This is an optimization exercise on Yosys and OpenROAD, whose aim is small area and a short achievable clock period, not a production implementation. Function was checked by simulation only, so behaviour that the tests miss may differ from the original. The clock port is modelled as an ideal driver, which makes a skipped or thinned clock tree look cheaper than it is; a real chip needs a root buffer or a tree. No activity file was given, so power comes from the tool's default toggle rates.

==> run a <==
==> flow/design.v (excerpt) <==
module signedMultiplier16 (
  input  logic             clk,
  input  logic             rstN,
  input  multPkg::operandT opA,
  input  multPkg::operandT opB,
  input  logic             inValid,
  output multPkg::productT product,
  output logic             outValid
);
  logic [15:0]               aR;
  logic [7:0]                oneR;
  logic [7:0]                twoR;
  logic [7:0]                negR;
  logic                      prepValid;
  logic [74-1:0]     cutBits;
  operandPrep operandPrep_inst (
    .clk       (clk),
    .rstN      (rstN),
    .opA       (opA),
    .opB       (opB),
    .inValid   (inValid),
    .aR        (aR),
    .oneR      (oneR),
    .twoR      (twoR),
    .negR      (negR),
    .prepValid (prepValid)
  );
  daddaTree8 daddaTree8_inst (
    .aR   (aR),
    .oneR (oneR),
    .twoR (twoR),
    .negR (negR),
    .cutBits (cutBits)
  );
  productMerge productMerge_inst (
    .clk       (clk),
    .rstN      (rstN),
    .cutBits   (cutBits),
    .prepValid (prepValid),
    .product   (product),
    .outValid  (outValid)
  );
endmodule
Settings: LEC_CHECK=0, CAP_MARGIN=20, CORE_MARGIN=2, CORE_UTILIZATION=65, PLACE_DENSITY=0.75, SLEW_MARGIN=20; clock period 8.8 ns.
standard.sh (not shown) runs the stock make flow with config.mk's settings and CLKGATE_MAP_FILE= SYNTH_SCRIPT=/design/flow/synth_recipe.tcl, a recipe that flattens the netlist after the stock synthesis.
==> flow/flow/run.sh <==
#!/bin/bash
# standard synthesis and layout, except:
# - the port buffers are the smallest buffer instead of a delay cell,
# - the clock tree is a balanced two-level tree built by flow/clock_tree.tcl
#   (root buffer, one buffer per k-means cluster of flip-flops) in place of TritonCTS.
set -euo pipefail
export FLOW_CLOCK_TREE="8 sky130_fd_sc_hd__clkbuf_16 sky130_fd_sc_hd__clkbuf_16"
bash standard.sh SETUP_SLACK_MARGIN=6.3 "BUFFER_PORTS_ARGS=-buffer_cell sky130_fd_sc_hd__buf_1" \
  PRE_CTS_TCL=$PWD/flow/clock_tree.tcl finish > flow_make.log 2>&1
==> flow/flow/clock_tree.tcl <==
# Two-level clock tree: the clock port drives one root buffer, which drives one
# buffer per cluster of flip-flops (clusters by k-means on placement).
proc my_clock_tree {nclusters rootcell leafcell} {
  set block [ord::get_db_block]
  set db [ord::get_db]
  set clknet [$block findNet clk]
  set sinks {}
  foreach it [$clknet getITerms] {
    lappend sinks $it
  }
  set pts {}
  foreach it $sinks {
    set b [[$it getInst] getBBox]
    lappend pts [list [expr {([$b xMin] + [$b xMax]) / 2.0}] [expr {([$b yMin] + [$b yMax]) / 2.0}]]
  }
  set n [llength $pts]
  # k-means, seeded by spreading over sorted x then y
  set cent {}
  set sorted [lsort -real -index 0 $pts]
  for {set k 0} {$k < $nclusters} {incr k} {
    lappend cent [lindex $sorted [expr {int(($k + 0.5) * $n / $nclusters)}]]
  }
  for {set iter 0} {$iter < 50} {incr iter} {
    set assign {}
    foreach p $pts {
      set best 0; set bd 1e30
      for {set k 0} {$k < $nclusters} {incr k} {
        set c [lindex $cent $k]
        set d [expr {abs([lindex $p 0] - [lindex $c 0]) + abs([lindex $p 1] - [lindex $c 1])}]
        if {$d < $bd} { set bd $d; set best $k }
      }
      lappend assign $best
    }
    set newc {}
    for {set k 0} {$k < $nclusters} {incr k} {
      set sx 0; set sy 0; set m 0
      foreach p $pts a $assign {
        if {$a == $k} { set sx [expr {$sx + [lindex $p 0]}]; set sy [expr {$sy + [lindex $p 1]}]; incr m }
      }
      if {$m > 0} { lappend newc [list [expr {$sx / $m}] [expr {$sy / $m}]] } else { lappend newc [lindex $cent $k] }
    }
    set cent $newc
  }
  set rmaster [$db findMaster $rootcell]
  set lmaster [$db findMaster $leafcell]
  # root buffer at the centre of the leaf buffers
  set rx 0; set ry 0
  foreach c $cent { set rx [expr {$rx + [lindex $c 0]}]; set ry [expr {$ry + [lindex $c 1]}] }
  set rx [expr {int($rx / $nclusters)}]; set ry [expr {int($ry / $nclusters)}]
  set root [odb::dbInst_create $block $rmaster "clkbuf_root"]
  $root setLocation $rx $ry
  $root setPlacementStatus PLACED
  set rootnet [odb::dbNet_create $block "clknet_root"]
  $rootnet setSigType CLOCK
  foreach it $sinks { $it disconnect }
  [$root findITerm A] connect $clknet
  [$root findITerm X] connect $rootnet
  for {set k 0} {$k < $nclusters} {incr k} {
    set c [lindex $cent $k]
    set leaf [odb::dbInst_create $block $lmaster "clkbuf_leaf_$k"]
    $leaf setLocation [expr {int([lindex $c 0])}] [expr {int([lindex $c 1])}]
    $leaf setPlacementStatus PLACED
    set net [odb::dbNet_create $block "clknet_leaf_$k"]
    $net setSigType CLOCK
    [$leaf findITerm A] connect $rootnet
    [$leaf findITerm X] connect $net
    foreach it $sinks a $assign {
      if {$a == $k} { $it connect $net }
    }
  }
}

# Used as ORFS's PRE_CTS_TCL hook: build the tree here, and leave the CTS step's
# clock_tree_synthesis call nothing to do.
if {[info exists ::env(FLOW_CLOCK_TREE)]} {
  my_clock_tree {*}$::env(FLOW_CLOCK_TREE)
  set_propagated_clock [all_clocks]
  proc clock_tree_synthesis {args} { puts "clock tree built by flow/clock_tree.tcl" }
}
==> run b: changes against run a <==
--- a/flow/design.v
+++ b/flow/design.v
@@ -82,16 +82,15 @@
   logic s58, k58, s59, k59, s60, k60, s61, k61, s62, k62;
   logic s63, k63, s64, k64, s65, k65, s66, k66, s67, k67;
   logic s68, k68, s69, k69, s70, k70, s71, k71, s72, k72;
   logic s73, k73, s74, k74, s75, k75, s76, k76, s77, k77;
   logic s78, k78, s79, k79, s80, k80, s81, k81, s82, k82;
   logic s83, k83, s84, k84, s85, k85, s86, k86, s87, k87;
   logic s88, k88, s89, k89, s90, k90, s91, k91, s92, k92;
-  logic s93, k93, t94, g94, t95, g95, t96, g96, t105, g105;
-  logic t106, g106, s107, k107, s108, k108, s109, k109, s110, k110;
+  logic s93, k93, s107, k107, s108, k108, s109, k109, s110, k110;
   logic s111, k111, s112, k112;
   assign pp0_0 = ((oneR[0] & aR[0]) | (twoR[0] & 1'b0)) ^ negR[0];
   assign pp0_1 = ((oneR[0] & aR[1]) | (twoR[0] & aR[0])) ^ negR[0];
   assign pp0_2 = ((oneR[0] & aR[2]) | (twoR[0] & aR[1])) ^ negR[0];
   assign pp0_3 = ((oneR[0] & aR[3]) | (twoR[0] & aR[2])) ^ negR[0];
   assign pp0_4 = ((oneR[0] & aR[4]) | (twoR[0] & aR[3])) ^ negR[0];
   assign pp0_5 = ((oneR[0] & aR[5]) | (twoR[0] & aR[4])) ^ negR[0];
@@ -314,34 +313,29 @@
   assign {k87, s87} = {(pp1_2 & pp2_0) | (pp1_2 & s61) | (pp2_0 & s61), pp1_2 ^ pp2_0 ^ s61};
   assign {k88, s88} = {(pp2_1 & k61) | (pp2_1 & s62) | (k61 & s62), pp2_1 ^ k61 ^ s62};
   assign {k89, s89} = {(k62 & s25) | (k62 & s63) | (s25 & s63), k62 ^ s25 ^ s63};
   assign {k90, s90} = {(s26 & k63) | (s26 & s64) | (k63 & s64), s26 ^ k63 ^ s64};
   assign {k91, s91} = {(s27 & k64) | (s27 & s65) | (k64 & s65), s27 ^ k64 ^ s65};
   assign {k92, s92} = {(s29 & k65) | (s29 & s66) | (k65 & s66), s29 ^ k65 ^ s66};
   assign {k93, s93} = {(s32 & k66) | (s32 & s67) | (k66 & s67), s32 ^ k66 ^ s67};
-  assign {g94, t94} = {s34 & k67, s34 ^ k67};
-  assign {g95, t95} = {s36 & k68, s36 ^ k68};
-  assign {g96, t96} = {s38 & k69, s38 ^ k69};
-  assign {g105, t105} = {k54 & s79, k54 ^ s79};
-  assign {g106, t106} = {k56 & s80, k56 ^ s80};
   assign {k107, s107} = {(s59 & k80) | (s59 & s81) | (k80 & s81), s59 ^ k80 ^ s81};
   assign {k108, s108} = {(k59 & s82) | (k59 & k81) | (s82 & k81), k59 ^ s82 ^ k81};
   assign {k109, s109} = {(k60 & s83) | (k60 & k82) | (s83 & k82), k60 ^ s83 ^ k82};
   assign {k110, s110} = {(pp7_13 & s84) | (pp7_13 & k83) | (s84 & k83), pp7_13 ^ s84 ^ k83};
   assign {k111, s111} = {(pp6_16 & pp7_14) | (pp6_16 & k84) | (pp7_14 & k84), pp6_16 ^ pp7_14 ^ k84};
   assign {k112, s112} = {1'b1 & pp7_15, 1'b1 ^ pp7_15};
-  assign cutBits[0] = s68;
-  assign cutBits[1] = t94;
-  assign cutBits[2] = g94;
-  assign cutBits[3] = s69;
-  assign cutBits[4] = t95;
-  assign cutBits[5] = g95;
-  assign cutBits[6] = s70;
-  assign cutBits[7] = t96;
-  assign cutBits[8] = g96;
+  assign cutBits[0] = s34;
+  assign cutBits[1] = k67;
+  assign cutBits[2] = s68;
+  assign cutBits[3] = s36;
+  assign cutBits[4] = k68;
+  assign cutBits[5] = s69;
+  assign cutBits[6] = s38;
+  assign cutBits[7] = k69;
+  assign cutBits[8] = s70;
   assign cutBits[9] = s40;
   assign cutBits[10] = k70;
   assign cutBits[11] = s71;
   assign cutBits[12] = s42;
   assign cutBits[13] = k71;
   assign cutBits[14] = s72;
   assign cutBits[15] = s44;
@@ -358,20 +352,20 @@
   assign cutBits[26] = s76;
   assign cutBits[27] = s52;
   assign cutBits[28] = k76;
   assign cutBits[29] = s77;
   assign cutBits[30] = s54;
   assign cutBits[31] = k77;
   assign cutBits[32] = s78;
-  assign cutBits[33] = k78;
-  assign cutBits[34] = t105;
-  assign cutBits[35] = g105;
-  assign cutBits[36] = k79;
-  assign cutBits[37] = t106;
-  assign cutBits[38] = g106;
+  assign cutBits[33] = k54;
+  assign cutBits[34] = s79;
+  assign cutBits[35] = k78;
+  assign cutBits[36] = k56;
+  assign cutBits[37] = s80;
+  assign cutBits[38] = k79;
   assign cutBits[39] = negR[0];
   assign cutBits[40] = pp0_0;
   assign cutBits[41] = pp0_1;
   assign cutBits[42] = s85;
   assign cutBits[43] = pp1_0;
   assign cutBits[44] = k85;
   assign cutBits[45] = s86;
@@ -412,18 +406,18 @@
   output multPkg::productT          product,
   output logic                      outValid
 );
   logic                      treeValid;
   logic [74-1:0]    cutR;
   logic [32-1:0] rowA;
   logic [32-1:0] rowB;
-  logic s68, t94, g94, s69, t95, g95, s70, t96, g96, s40;
+  logic s34, k67, s68, s36, k68, s69, s38, k69, s70, s40;
   logic k70, s71, s42, k71, s72, s44, k72, s73, s46, k73;
   logic s74, s48, k74, s75, s50, k75, s76, s52, k76, s77;
-  logic s54, k77, s78, k78, t105, g105, k79, t106, g106, negR_0;
+  logic s54, k77, s78, k54, s79, k78, k56, s80, k79, negR_0;
   logic pp0_0, pp0_1, s85, pp1_0, k85, s86, k86, s87, k87, s88;
   logic k88, s89, k89, s90, k90, s91, k91, s92, k92, s93;
   logic k93, s107, k107, s108, k108, s109, k109, s110, k110, s111;
   logic k111, s112, k112, pp7_16, s94, k94, s95, k95, s96, k96;
   logic s97, k97, s98, k98, s99, k99, s100, k100, s101, k101;
   logic s102, k102, s103, k103, s104, k104, s105, k105, s106, k106;
   always_ff @(posedge clk)
@@ -432,23 +426,23 @@
     outValid  <= rstN & treeValid;
   end
   always_ff @(posedge clk)
   begin
     cutR    <= cutBits;
     product <= rowA + rowB;
   end
-  assign s68 = cutR[0];
-  assign t94 = cutR[1];
-  assign g94 = cutR[2];
-  assign s69 = cutR[3];
-  assign t95 = cutR[4];
-  assign g95 = cutR[5];
-  assign s70 = cutR[6];
-  assign t96 = cutR[7];
-  assign g96 = cutR[8];
+  assign s34 = cutR[0];
+  assign k67 = cutR[1];
+  assign s68 = cutR[2];
+  assign s36 = cutR[3];
+  assign k68 = cutR[4];
+  assign s69 = cutR[5];
+  assign s38 = cutR[6];
+  assign k69 = cutR[7];
+  assign s70 = cutR[8];
   assign s40 = cutR[9];
   assign k70 = cutR[10];
   assign s71 = cutR[11];
   assign s42 = cutR[12];
   assign k71 = cutR[13];
   assign s72 = cutR[14];
   assign s44 = cutR[15];
@@ -465,20 +459,20 @@
   assign s76 = cutR[26];
   assign s52 = cutR[27];
   assign k76 = cutR[28];
   assign s77 = cutR[29];
   assign s54 = cutR[30];
   assign k77 = cutR[31];
   assign s78 = cutR[32];
-  assign k78 = cutR[33];
-  assign t105 = cutR[34];
-  assign g105 = cutR[35];
-  assign k79 = cutR[36];
-  assign t106 = cutR[37];
-  assign g106 = cutR[38];
+  assign k54 = cutR[33];
+  assign s79 = cutR[34];
+  assign k78 = cutR[35];
+  assign k56 = cutR[36];
+  assign s80 = cutR[37];
+  assign k79 = cutR[38];
   assign negR_0 = cutR[39];
   assign pp0_0 = cutR[40];
   assign pp0_1 = cutR[41];
   assign s85 = cutR[42];
   assign pp1_0 = cutR[43];
   assign k85 = cutR[44];
   assign s86 = cutR[45];
@@ -506,32 +500,27 @@
   assign s110 = cutR[67];
   assign k110 = cutR[68];
   assign s111 = cutR[69];
   assign k111 = cutR[70];
   assign s112 = cutR[71];
   assign k112 = cutR[72];
   assign pp7_16 = cutR[73];
-  assign s94 = t94 ^ s68;
-  assign k94 = g94 | (t94 & s68);
-  assign s95 = t95 ^ s69;
-  assign k95 = g95 | (t95 & s69);
-  assign s96 = t96 ^ s70;
-  assign k96 = g96 | (t96 & s70);
+  assign {k94, s94} = {(s34 & k67) | (s34 & s68) | (k67 & s68), s34 ^ k67 ^ s68};
+  assign {k95, s95} = {(s36 & k68) | (s36 & s69) | (k68 & s69), s36 ^ k68 ^ s69};
+  assign {k96, s96} = {(s38 & k69) | (s38 & s70) | (k69 & s70), s38 ^ k69 ^ s70};
   assign {k97, s97} = {(s40 & k70) | (s40 & s71) | (k70 & s71), s40 ^ k70 ^ s71};
   assign {k98, s98} = {(s42 & k71) | (s42 & s72) | (k71 & s72), s42 ^ k71 ^ s72};
   assign {k99, s99} = {(s44 & k72) | (s44 & s73) | (k72 & s73), s44 ^ k72 ^ s73};
   assign {k100, s100} = {(s46 & k73) | (s46 & s74) | (k73 & s74), s46 ^ k73 ^ s74};
   assign {k101, s101} = {(s48 & k74) | (s48 & s75) | (k74 & s75), s48 ^ k74 ^ s75};
   assign {k102, s102} = {(s50 & k75) | (s50 & s76) | (k75 & s76), s50 ^ k75 ^ s76};
   assign {k103, s103} = {(s52 & k76) | (s52 & s77) | (k76 & s77), s52 ^ k76 ^ s77};
   assign {k104, s104} = {(s54 & k77) | (s54 & s78) | (k77 & s78), s54 ^ k77 ^ s78};
-  assign s105 = t105 ^ k78;
-  assign k105 = g105 | (t105 & k78);
-  assign s106 = t106 ^ k79;
-  assign k106 = g106 | (t106 & k79);
+  assign {k105, s105} = {(k54 & s79) | (k54 & k78) | (s79 & k78), k54 ^ s79 ^ k78};
+  assign {k106, s106} = {(k56 & s80) | (k56 & k79) | (s80 & k79), k56 ^ s80 ^ k79};
   assign rowA[0] = negR_0;
   assign rowB[0] = pp0_0;
   assign rowA[1] = pp0_1;
   assign rowB[1] = 1'b0;
   assign rowA[2] = s85;
   assign rowB[2] = pp1_0;
   assign rowA[3] = k85;
==> flow/flow/run.sh (replaced) <==
#!/bin/bash
# standard synthesis and layout, except:
# - the port buffers are the smallest buffer instead of a delay cell,
# - the clock tree is a balanced two-level tree built by flow/clock_tree.tcl
#   (root buffer, one buffer per k-means cluster of flip-flops) in place of TritonCTS.
set -euo pipefail
export FLOW_CLOCK_TREE="6 sky130_fd_sc_hd__clkbuf_16 sky130_fd_sc_hd__clkbuf_16"
bash standard.sh SETUP_SLACK_MARGIN=6.2 "BUFFER_PORTS_ARGS=-buffer_cell sky130_fd_sc_hd__buf_1" \
  PRE_CTS_TCL=$PWD/flow/clock_tree.tcl finish > flow_make.log 2>&1
==> notes <==
Against run b, the via count of run a is higher by about 4.5%. Synthesized cell count: run b is smaller than run a (about 3%). Worst hold slack: run b is better than run a (0.021 ns). In sequential cell count, run b and run a do not differ. Against run a, the critical path depth of run b is higher by 8. In run b the global-route usage is higher than in run a, by 0.79 points.
==> figures <==
| item | run b | run a |
|---|---|---|
| Total clock network power | 338 uW | 384 uW |
| Clock period minus final worst setup slack | 2.72 ns | 2.59 ns |
| Overall die area | 15800 um^2 | 16100 um^2 |
| Ratio of layout area to synthesized area | 1.074x | 1.098x |
| Crit-path slowest cell | sky130_fd_sc_hd__fa_1 | sky130_fd_sc_hd__dfxtp_1 |
| Placed Instance Area | 9820 um^2 | 9990 um^2 |
| Number of nets produced by synthesis | 1121 | 1157 |
| Clock skew | 0.0441 ns | 0.0320 ns |
| Hold EP | productMerge_inst.outValid | productMerge_inst.treeValid |
| Multi-input logic portion of the cell area | 0.599 | 0.597 |
| Pwr Density | 442 nW/um^2 | 451 nW/um^2 |
| Layout Cells excl Fill | 1134 | 1174 |
| Run status | complete, no violations | complete, no violations |
| Via count of the first global-routing pass | 7037 | 6787 |
No run of this note takes its clock network from TritonCTS; it comes from the design's own scripts or RTL.

[static timing again, ports no longer ideal]
The flow's constraints put no driver on any port. The routed layouts listed below were extracted and timed again, unchanged, in two steps.
Step 1 sets driving cells, clkbuf_16 on the clock port and buf_2 on the other inputs (assumed; they add their load-dependent delay and slew).
Step 2 moves the port delays by t, midway between the first and last clock arrival at a register: inputs arrive t later, outputs are due t later. That takes back most of the time a late clock gives input paths.
a / b / c = ideal ports / drivers / drivers and shift; a / b = the first two.
run	shift t [ns]	slack for setup (ns)	clock arrival spread, ns
run a	0.420	6.207 / 6.160 / 6.254	0.032 / 0.032
run b	0.400	6.079 / 6.079 / 6.079	0.044 / 0.044
After both steps every run listed still meets setup and hold.
